Background: an optimization exercise with open tools, aiming at small area, a short achievable clock period and few clock cycles per item. Do not read the settings as production practice.
Where RTL was checked, it was by simulation tests only, not by an equivalence proof against the original.
Power figures rest on the tool's default switching activity, not on a simulated workload.

==> wip/quartz <==
// aluTop
module aluTop (
	input  logic        clk,
	input  logic        rstN,
	input  logic        start,
	input  logic [15:0] a,
	input  logic [15:0] b,
	input  logic [3:0]  op,
	output logic        done,
	output logic [31:0] result,
	output logic [1:0]  error
);
==> flow/config.mk <==
export PLATFORM = sky130hd
export DESIGN_NAME = aluTop
export DESIGN_NICKNAME = aluTop
export VERILOG_FILES = /design/flow/design.v
export SDC_FILE = /design/flow/constraint.sdc
export NUM_CORES = 4
export LEC_CHECK = 0
export ABC_AREA = 1
export CAP_MARGIN = 20
export CORE_MARGIN = 2
export CORE_UTILIZATION = 65
export SLEW_MARGIN = 20
export SYNTH_HIERARCHICAL = 1
export SYNTH_MINIMUM_KEEP_SIZE = 0
==> flow/constraint.sdc <==
create_clock -name core_clock -period 28.0 [get_ports {clk}]
set_input_delay 5.6000 -clock core_clock [delete_from_list [all_inputs] [get_ports {clk}]]
set_output_delay 5.6000 -clock core_clock [all_outputs]
set_load 0.01 [all_outputs]
standard.sh (not shown) runs the stock make flow with config.mk's settings and CLKGATE_MAP_FILE= SYNTH_SCRIPT=/design/flow/synth_recipe.tcl, a recipe that flattens the netlist after the stock synthesis.
==> flow/flow/run.sh <==
#!/bin/bash
# Standard ORFS layout with these changes to how it is made (the clock period and
# the constraints are unchanged):
#  - the resizer's setup repair aims for a margin below the clock period;
#  - clock tree synthesis clusters more sinks per buffer and adds no dummy loads;
#  - the port buffers start as buf_2 (the resizer may still size them).
set -euo pipefail
export SETUP_SLACK_MARGIN=21.4
export CTS_ARGS="-sink_clustering_enable -repair_clock_nets -sink_clustering_size 30 -sink_clustering_max_diameter 80 -dont_use_dummy_load"
export BUFFER_PORTS_ARGS="-buffer_cell sky130_fd_sc_hd__buf_2"
bash standard.sh > standard_flow.log 2>&1
==> wip/pepper: changes against wip/quartz <==
--- a/flow/design.v
+++ b/flow/design.v
@@ -126,19 +126,19 @@
 	wire n46 = n38 | n42;
 	wire n47 = n39 | (n43 & n46);
 	wire n48 = n43 & n42;
 	wire n49 = n41 | (n45 & n40);
 	wire n50 = n45 & n44;
-	wire n51 = n40 | (n44 & n47);
-	wire n52 = n44 & n48;
-	wire n53 = n49 | (n50 & n47);
-	wire n54 = n50 & n48;
+	wire n51 = n49 | (n50 & n47);
+	wire n52 = n50 & n48;
+	wire n53 = n40 | (n44 & n47);
+	wire n54 = n44 & n48;
 	wire n55 = ~n42;
 	wire n56 = n43 ^ n46;
 	wire n57 = n44 ^ n47;
-	wire n58 = n45 ^ n51;
-	wire n59 = (&b0[15:4]) & n53;
+	wire n58 = n45 ^ n53;
+	wire n59 = (&b0[15:4]) & n51;
 	wire n60 = n59 ? n55 : q0[2];
 	wire n61 = n59 ? n56 : n35;
 	wire n62 = n59 ? n57 : n36;
 	wire n63 = n59 ? n58 : n37;
 	wire n64 = q0[3] & b0[0];
@@ -154,21 +154,21 @@
 	wire n74 = n64 | n69;
 	wire n75 = n65 | (n70 & n74);
 	wire n76 = n70 & n69;
 	wire n77 = n67 | (n72 & n66);
 	wire n78 = n72 & n71;
-	wire n79 = n66 | (n71 & n75);
-	wire n80 = n71 & n76;
-	wire n81 = n77 | (n78 & n75);
-	wire n82 = n78 & n76;
-	wire n83 = n68 | (n73 & n81);
-	wire n84 = n73 & n82;
+	wire n79 = n77 | (n78 & n75);
+	wire n80 = n78 & n76;
+	wire n81 = n66 | (n71 & n75);
+	wire n82 = n71 & n76;
+	wire n83 = n68 | (n73 & n79);
+	wire n84 = n73 & n80;
 	wire n85 = ~n69;
 	wire n86 = n70 ^ n74;
 	wire n87 = n71 ^ n75;
-	wire n88 = n72 ^ n79;
-	wire n89 = n73 ^ n81;
+	wire n88 = n72 ^ n81;
+	wire n89 = n73 ^ n79;
 	wire n90 = (&b0[15:5]) & n83;
 	wire n91 = n90 ? n85 : q0[3];
 	wire n92 = n90 ? n86 : n60;
 	wire n93 = n90 ? n87 : n61;
 	wire n94 = n90 ? n88 : n62;
==> flow/flow/run.sh (replaced) <==
#!/bin/bash
# Standard ORFS layout with these changes to how it is made (the clock period and
# the constraints are unchanged):
#  - the resizer's setup repair aims for a margin below the clock period;
#  - clock tree synthesis clusters more sinks per buffer and adds no dummy loads;
#  - the port buffers start as buf_2 (the resizer may still size them).
set -euo pipefail
export SETUP_SLACK_MARGIN=21.3
export CTS_ARGS="-sink_clustering_enable -repair_clock_nets -sink_clustering_size 30 -sink_clustering_max_diameter 80 -dont_use_dummy_load"
export BUFFER_PORTS_ARGS="-buffer_cell sky130_fd_sc_hd__buf_2"
bash standard.sh > standard_flow.log 2>&1
- ABC_AREA: 1 -> not set
==> wip/juniper: changes against wip/quartz <==
--- a/flow/design.v
+++ b/flow/design.v
@@ -126,19 +126,19 @@
 	wire n46 = n38 | n42;
 	wire n47 = n39 | (n43 & n46);
 	wire n48 = n43 & n42;
 	wire n49 = n41 | (n45 & n40);
 	wire n50 = n45 & n44;
-	wire n51 = n40 | (n44 & n47);
-	wire n52 = n44 & n48;
-	wire n53 = n49 | (n50 & n47);
-	wire n54 = n50 & n48;
+	wire n51 = n49 | (n50 & n47);
+	wire n52 = n50 & n48;
+	wire n53 = n40 | (n44 & n47);
+	wire n54 = n44 & n48;
 	wire n55 = ~n42;
 	wire n56 = n43 ^ n46;
 	wire n57 = n44 ^ n47;
-	wire n58 = n45 ^ n51;
-	wire n59 = (&b0[15:4]) & n53;
+	wire n58 = n45 ^ n53;
+	wire n59 = (&b0[15:4]) & n51;
 	wire n60 = n59 ? n55 : q0[2];
 	wire n61 = n59 ? n56 : n35;
 	wire n62 = n59 ? n57 : n36;
 	wire n63 = n59 ? n58 : n37;
 	wire n64 = q0[3] & b0[0];
@@ -154,21 +154,21 @@
 	wire n74 = n64 | n69;
 	wire n75 = n65 | (n70 & n74);
 	wire n76 = n70 & n69;
 	wire n77 = n67 | (n72 & n66);
 	wire n78 = n72 & n71;
-	wire n79 = n66 | (n71 & n75);
-	wire n80 = n71 & n76;
-	wire n81 = n77 | (n78 & n75);
-	wire n82 = n78 & n76;
-	wire n83 = n68 | (n73 & n81);
-	wire n84 = n73 & n82;
+	wire n79 = n77 | (n78 & n75);
+	wire n80 = n78 & n76;
+	wire n81 = n66 | (n71 & n75);
+	wire n82 = n71 & n76;
+	wire n83 = n68 | (n73 & n79);
+	wire n84 = n73 & n80;
 	wire n85 = ~n69;
 	wire n86 = n70 ^ n74;
 	wire n87 = n71 ^ n75;
-	wire n88 = n72 ^ n79;
-	wire n89 = n73 ^ n81;
+	wire n88 = n72 ^ n81;
+	wire n89 = n73 ^ n79;
 	wire n90 = (&b0[15:5]) & n83;
 	wire n91 = n90 ? n85 : q0[3];
 	wire n92 = n90 ? n86 : n60;
 	wire n93 = n90 ? n87 : n61;
 	wire n94 = n90 ? n88 : n62;
==> flow/flow/run.sh (replaced) <==
#!/bin/bash
# Standard ORFS layout with these changes to how it is made (the clock period and
# the constraints are unchanged):
#  - the resizer's setup repair aims for a margin below the clock period;
#  - clock tree synthesis clusters more sinks per buffer and adds no dummy loads;
#  - the port buffers start as buf_2 (the resizer may still size them).
set -euo pipefail
export SETUP_SLACK_MARGIN=21.3
export CTS_ARGS="-sink_clustering_enable -repair_clock_nets -sink_clustering_size 40 -sink_clustering_max_diameter 80 -dont_use_dummy_load"
export BUFFER_PORTS_ARGS="-buffer_cell sky130_fd_sc_hd__buf_2"
bash standard.sh > standard_flow.log 2>&1
- ABC_AREA: 1 -> not set
==> run notes <==
In area after synthesis, wip/pepper and wip/juniper do not differ. Power: wip/juniper is lower than wip/quartz (about 2.8%). Synthesized cell count: wip/juniper is lower than wip/quartz (24%). Non-clock buffer count: wip/quartz is lower than wip/juniper (39). Core utilization, highest first: wip/juniper, wip/pepper, wip/quartz. Of wip/pepper and wip/quartz, wip/quartz has the higher setup slack (gap 0.025 ns). Against wip/quartz, the worst hold slack of wip/pepper is worse by 0.024 ns. Against wip/pepper, the final cell count of wip/quartz is higher by about 23%. First-iteration DRC count, lowest first: wip/pepper, wip/juniper, wip/quartz. Critical path depth is the same in wip/quartz and wip/pepper. Register-to-register slack, lowest first: wip/juniper, wip/pepper, wip/quartz.
==> figures <==
item	wip/juniper	wip/pepper	wip/quartz
Result of the run	timing/DRC/antenna clean	timing/DRC/antenna clean	timing/DRC/antenna clean
Power Combinational	1010 µW	1010 µW	1050 µW
Number of design-rule violations left by the first detailed-router iteration	1,167	1,124	1,211
Seq. pwr	412 µW	412 µW	414 µW
Adder-cell share of the synthesized area	0.379	0.379	0.360
Clock transition at the register clock pins on the worst setup and hold paths after CTS	0.12 ns	0.10 ns	0.11 ns
Setup repair after global routing missed its margin	yes	yes	no
Mean Syn Cell Area	10.3 µm²	10.3 µm²	8.26 µm²
Number of cells upsized or downsized after cts	15	15	0
Fraction of cell area in non-clock buffers	0.0383	0.0377	0.0238
Iteration count of the initial detailed-routing pass	8	5	5
Netlist cell types	68	68	42
Most common library cell in the layout ignoring fill and taps	nor2_1	nor2_1	nand2_1
Via count of the routed design	14,200	14,200	16,600
Worst slew margin	0.285	0.281	0.287
Synthesized instance count	1,887	1,887	2,472
Capture endpoint of the worst hold path	q4[5]	q4[5]	o2[1]
Final worst-path setup slack	21.43 ns	21.41 ns	21.43 ns
Multi-input logic portion of the cell area	0.653	0.652	0.645
Arrival time of data at the critical path endpoint	0.97 ns	0.99 ns	0.97 ns
Total area of multi-input combinational cells	13,800 µm²	13,800 µm²	14,000 µm²
Largest vdd supply drop	0.0820 mV	0.0820 mV	0.106 mV
Number of placement rows	63	63	64
Testbench counts of wip/pepper, summed over its fixed seeds: cycles 8,040, items 8,000.
Testbench counts of wip/juniper, summed over its fixed seeds: cycles 8,040, items 8,000.
No functional check of the RTL was part of wip/quartz.

---

==> inputs of run D <==
Another version of the RTL of aluTop (not shown whole).
export LEC_CHECK = 0
export CAP_MARGIN = 20
export CORE_MARGIN = 2
export CORE_UTILIZATION = 55
export CTS_CLUSTER_DIAMETER = 80
export CTS_CLUSTER_SIZE = 30
export SLEW_MARGIN = 20
export SYNTH_HIERARCHICAL = 1
export SYNTH_MINIMUM_KEEP_SIZE = 0
create_clock -name core_clock -period 28.0 [get_ports {clk}]
==> flow/flow/run.sh <==
#!/bin/bash
# Standard ORFS layout; the resizer's setup repair aims for a margin below the
# clock period (the constraints and the clock period are unchanged).
set -euo pipefail
export SETUP_SLACK_MARGIN=21.5
bash standard.sh > standard_flow.log 2>&1
==> run A: changes against run D <==
==> flow/flow/run.sh (replaced) <==
#!/bin/bash
# Standard ORFS layout with these changes to how it is made (the clock period and
# the constraints are unchanged):
#  - the resizer's setup repair aims for a margin below the clock period;
#  - clock tree synthesis clusters more sinks per buffer and adds no dummy loads;
#  - the port buffers start as buf_2 (the resizer may still size them).
set -euo pipefail
export SETUP_SLACK_MARGIN=21.5
export CTS_ARGS="-sink_clustering_enable -repair_clock_nets -sink_clustering_size 30 -sink_clustering_max_diameter 80 -dont_use_dummy_load"
export BUFFER_PORTS_ARGS="-buffer_cell sky130_fd_sc_hd__buf_2"
bash standard.sh > standard_flow.log 2>&1
--- a/flow/config.mk
+++ b/flow/config.mk
@@ -8,7 +8,5 @@
 export CAP_MARGIN = 20
 export CORE_MARGIN = 2
-export CORE_UTILIZATION = 55
-export CTS_CLUSTER_DIAMETER = 80
-export CTS_CLUSTER_SIZE = 30
+export CORE_UTILIZATION = 65
 export SLEW_MARGIN = 20
 export SYNTH_HIERARCHICAL = 1
==> run K: changes against run D <==
--- a/flow/config.mk
+++ b/flow/config.mk
@@ -8,5 +8,5 @@
 export CAP_MARGIN = 20
 export CORE_MARGIN = 2
-export CORE_UTILIZATION = 55
+export CORE_UTILIZATION = 40
 export CTS_CLUSTER_DIAMETER = 80
 export CTS_CLUSTER_SIZE = 30
==> run Y: changes against run D <==
==> flow/flow/run.sh (replaced) <==
#!/bin/bash
# Standard ORFS layout with two changes to how it is made (the clock period and
# the constraints are unchanged):
#  - the resizer's setup repair aims for a margin below the clock period;
#  - clock tree synthesis clusters more sinks per buffer and adds no dummy loads.
set -euo pipefail
export SETUP_SLACK_MARGIN=21.5
export CTS_ARGS="-sink_clustering_enable -repair_clock_nets -sink_clustering_size 30 -sink_clustering_max_diameter 80 -dont_use_dummy_load"
bash standard.sh > standard_flow.log 2>&1
--- a/flow/config.mk
+++ b/flow/config.mk
@@ -8,5 +8,5 @@
 export CAP_MARGIN = 20
 export CORE_MARGIN = 2
-export CORE_UTILIZATION = 55
+export CORE_UTILIZATION = 40
 export CTS_CLUSTER_DIAMETER = 80
 export CTS_CLUSTER_SIZE = 30
==> summary.txt <==
Critical path
  • CP Data Arrival Time: 1000 ps
  • Worst setup startpoint: result[6]

STA
  • Hold slack final: 329 ps

Place
  • Post-Place Cells: 2,730

Power and ir drop
  • Clock-net power: 389 µW

Layout
  • Sequential share of cell area: 0.257

Route
  • Final wirelength: 51.6 mm
  • DRT Pass-1 Iters: 5

Floorplanning
  • Tapcell Cnt: 680
  • Starting Density: 0.403

Status
  • Outcome: timing/DRC/antenna clean
(the above is from run K)
==> summary.txt <==
Route
  • DRT Pass-1 Iters: 5
  • Wire length on met1: 20.3 mm
  • Final wirelength: 50.2 mm

Floorplanning
  • Tapcell Cnt: 468
  • Starting Density: 0.559

CTS
  • Clk sink count: 299

Power and ir drop
  • Clock-net power: 345 µW

Place
  • Post-Place Cells: 2,519

Layout
  • Number of diodes: 1

Critical path
  • CP Data Arrival Time: 990 ps

Status
  • Outcome: timing/DRC/antenna clean

STA
  • Hold slack final: 315 ps
(the above is from run D)
==> summary.txt <==
Status
  • Outcome: timing/DRC/antenna clean

Critical path
  • CP Data Arrival Time: 1000 ps
  • Worst setup startpoint: result[6]

Layout
  • Sequential share of cell area: 0.261

Power and ir drop
  • Clock network fraction of design power: 0.157
  • Clock-net power: 287 µW

STA
  • Final Cycle Share: 0.236
  • Hold slack final: 308 ps

Floorplanning
  • Starting Density: 0.403

Route
  • Final wirelength: 51.7 mm
(the above is from run Y)
==> summary.txt <==
Status
  • Outcome: timing/DRC/antenna clean

Power and ir drop
  • Pleak: 10.4 nW
  • Clock-net power: 254 µW

Floorplanning
  • Starting Density: 0.656
  • Tapcell Cnt: 402

Layout
  • Sequential share of cell area: 0.268

Place
  • Post-Place Cells: 2,447

Critical path
  • CP Data Arrival Time: 960 ps
  • Worst setup startpoint: done

STA
  • Hold slack final: 308 ps
(the above is from run A)
Testbench counts of run D, summed over its fixed seeds: cycles 8,048, items 8,000.
Testbench counts of run A, summed over its fixed seeds: cycles 8,048, items 8,000.
Testbench counts of run K, summed over its fixed seeds: cycles 8,048, items 8,000.
Testbench counts of run Y, summed over its fixed seeds: cycles 8,048, items 8,000.

---

==> 02-16: inputs <==
aluTop with an RTL version that a note above also has.
==> flow/config.mk <==
export PLATFORM = sky130hd
export DESIGN_NAME = aluTop
export DESIGN_NICKNAME = aluTop
export VERILOG_FILES = /design/flow/design.v
export SDC_FILE = /design/flow/constraint.sdc
export NUM_CORES = 4
export LEC_CHECK = 0
export CAP_MARGIN = 20
export CORE_MARGIN = 2
export CORE_UTILIZATION = 65
export SLEW_MARGIN = 20
export SYNTH_HIERARCHICAL = 1
export SYNTH_MINIMUM_KEEP_SIZE = 0
==> flow/constraint.sdc <==
create_clock -name core_clock -period 28.0 [get_ports {clk}]
set_input_delay 5.6000 -clock core_clock [delete_from_list [all_inputs] [get_ports {clk}]]
set_output_delay 5.6000 -clock core_clock [all_outputs]
set_load 0.01 [all_outputs]
==> flow/flow/run.sh <==
#!/bin/bash
# Standard ORFS layout with these changes to how it is made (the clock period and
# the constraints are unchanged):
#  - the resizer's setup repair aims for a margin below the clock period, by sizing only;
#  - clock tree synthesis clusters more sinks per buffer and adds no dummy loads;
#  - the port buffers start as buf_2 (the resizer may still size them).
set -euo pipefail
export SETUP_SLACK_MARGIN=21.3
export SETUP_MOVE_SEQUENCE="unbuffer,size_down,sizeup,swap"
export CTS_ARGS="-sink_clustering_enable -repair_clock_nets -sink_clustering_size 30 -sink_clustering_max_diameter 80 -dont_use_dummy_load"
export BUFFER_PORTS_ARGS="-buffer_cell sky130_fd_sc_hd__buf_2"
bash standard.sh > standard_flow.log 2>&1
==> inputs of 03-25, as changes to 02-16 <==
==> flow/flow/run.sh (replaced) <==
#!/bin/bash
# Standard ORFS layout with these changes to how it is made (the clock period and
# the constraints are unchanged):
#  - the resizer's setup repair aims for a margin below the clock period;
#  - clock tree synthesis clusters more sinks per buffer and adds no dummy loads;
#  - the port buffers start as buf_2 (the resizer may still size them).
set -euo pipefail
export SETUP_SLACK_MARGIN=21.3
export CTS_ARGS="-repair_clock_nets -dont_use_dummy_load"
export BUFFER_PORTS_ARGS="-buffer_cell sky130_fd_sc_hd__buf_2"
bash standard.sh > standard_flow.log 2>&1
==> results_dict.tcl <==
set metrics [dict create \
    crit_family "compound AO/OA/AOI/OAI gates" \
    worstPathArrival_ns 7.10 \
    ff_latch_area_um2 5090 \
    final_area_um2 21100 \
    wl_met1_um 19700 \
    power.leakage_nw 9.79 \
    status "complete, no violations" \
    critPathMaxFanout 18 \
    gr-usage-met1 0.419 \
    endpoint_kind "flop" \
    rsz0062_at_grt "yes" \
]
[end of results for 02-16]
==> results_dict.tcl <==
set metrics [dict create \
    worstPathArrival_ns 1.00 \
    final_area_um2 22000 \
    rsz0062_at_grt "no" \
    critPathMaxFanout 1 \
    wl_met1_um 19900 \
    endpoint_kind "primary output" \
    status "complete, no violations" \
]
[end of results for 03-25]
Testbench counts of 02-16, summed over its fixed seeds: cycles 8,040, items 8,000.
Testbench counts of 03-25, summed over its fixed seeds: cycles 8,040, items 8,000.

re-timing with driven ports:
No port has a modelled driver above. Below, the same layouts with a new extraction and two added sets of constraints.
Step 1: set_driving_cell puts a clkbuf_16 on clk and a buf_2 on each other input, an assumption about the parent block.
Step 2, shift: input delay + t, output delay - t, t = (earliest + latest rising clock arrival at the registers) / 2. This alone moves slack from input paths to output paths.
Slacks: ideal / step 1 / step 2; pairs: ideal / step 1.
run	t (ns)	slack for setup (ns)	worst setup path at the end	cell pins on the clock port's net
wip/quartz	0.549	21.432 / 21.381 / 21.464	input to register	1
wip/pepper	0.542	21.407 / 21.357 / 21.414	input to register	1
wip/juniper	0.546	21.425 / 21.372 / 21.403	input to register	1
run D	0.591	21.414 / 21.361 / 21.597	input to register	1
run A	0.555	21.439 / 21.388 / 21.779	register to register	1
run K	0.607	21.399 / 21.347 / 21.631	input to register	1
run Y	0.595	21.401 / 21.350 / 21.610	input to register	1
02-16	0.542	21.319 / 21.319 / 21.319	register to register	1
03-25	0.611	21.403 / 21.351 / 21.334	input to register	1
After both steps every run listed still meets setup and hold. For 03-25, which loses most, drivers alone change the setup slack by -0.052 ns; drivers and shift together by -0.069 ns.
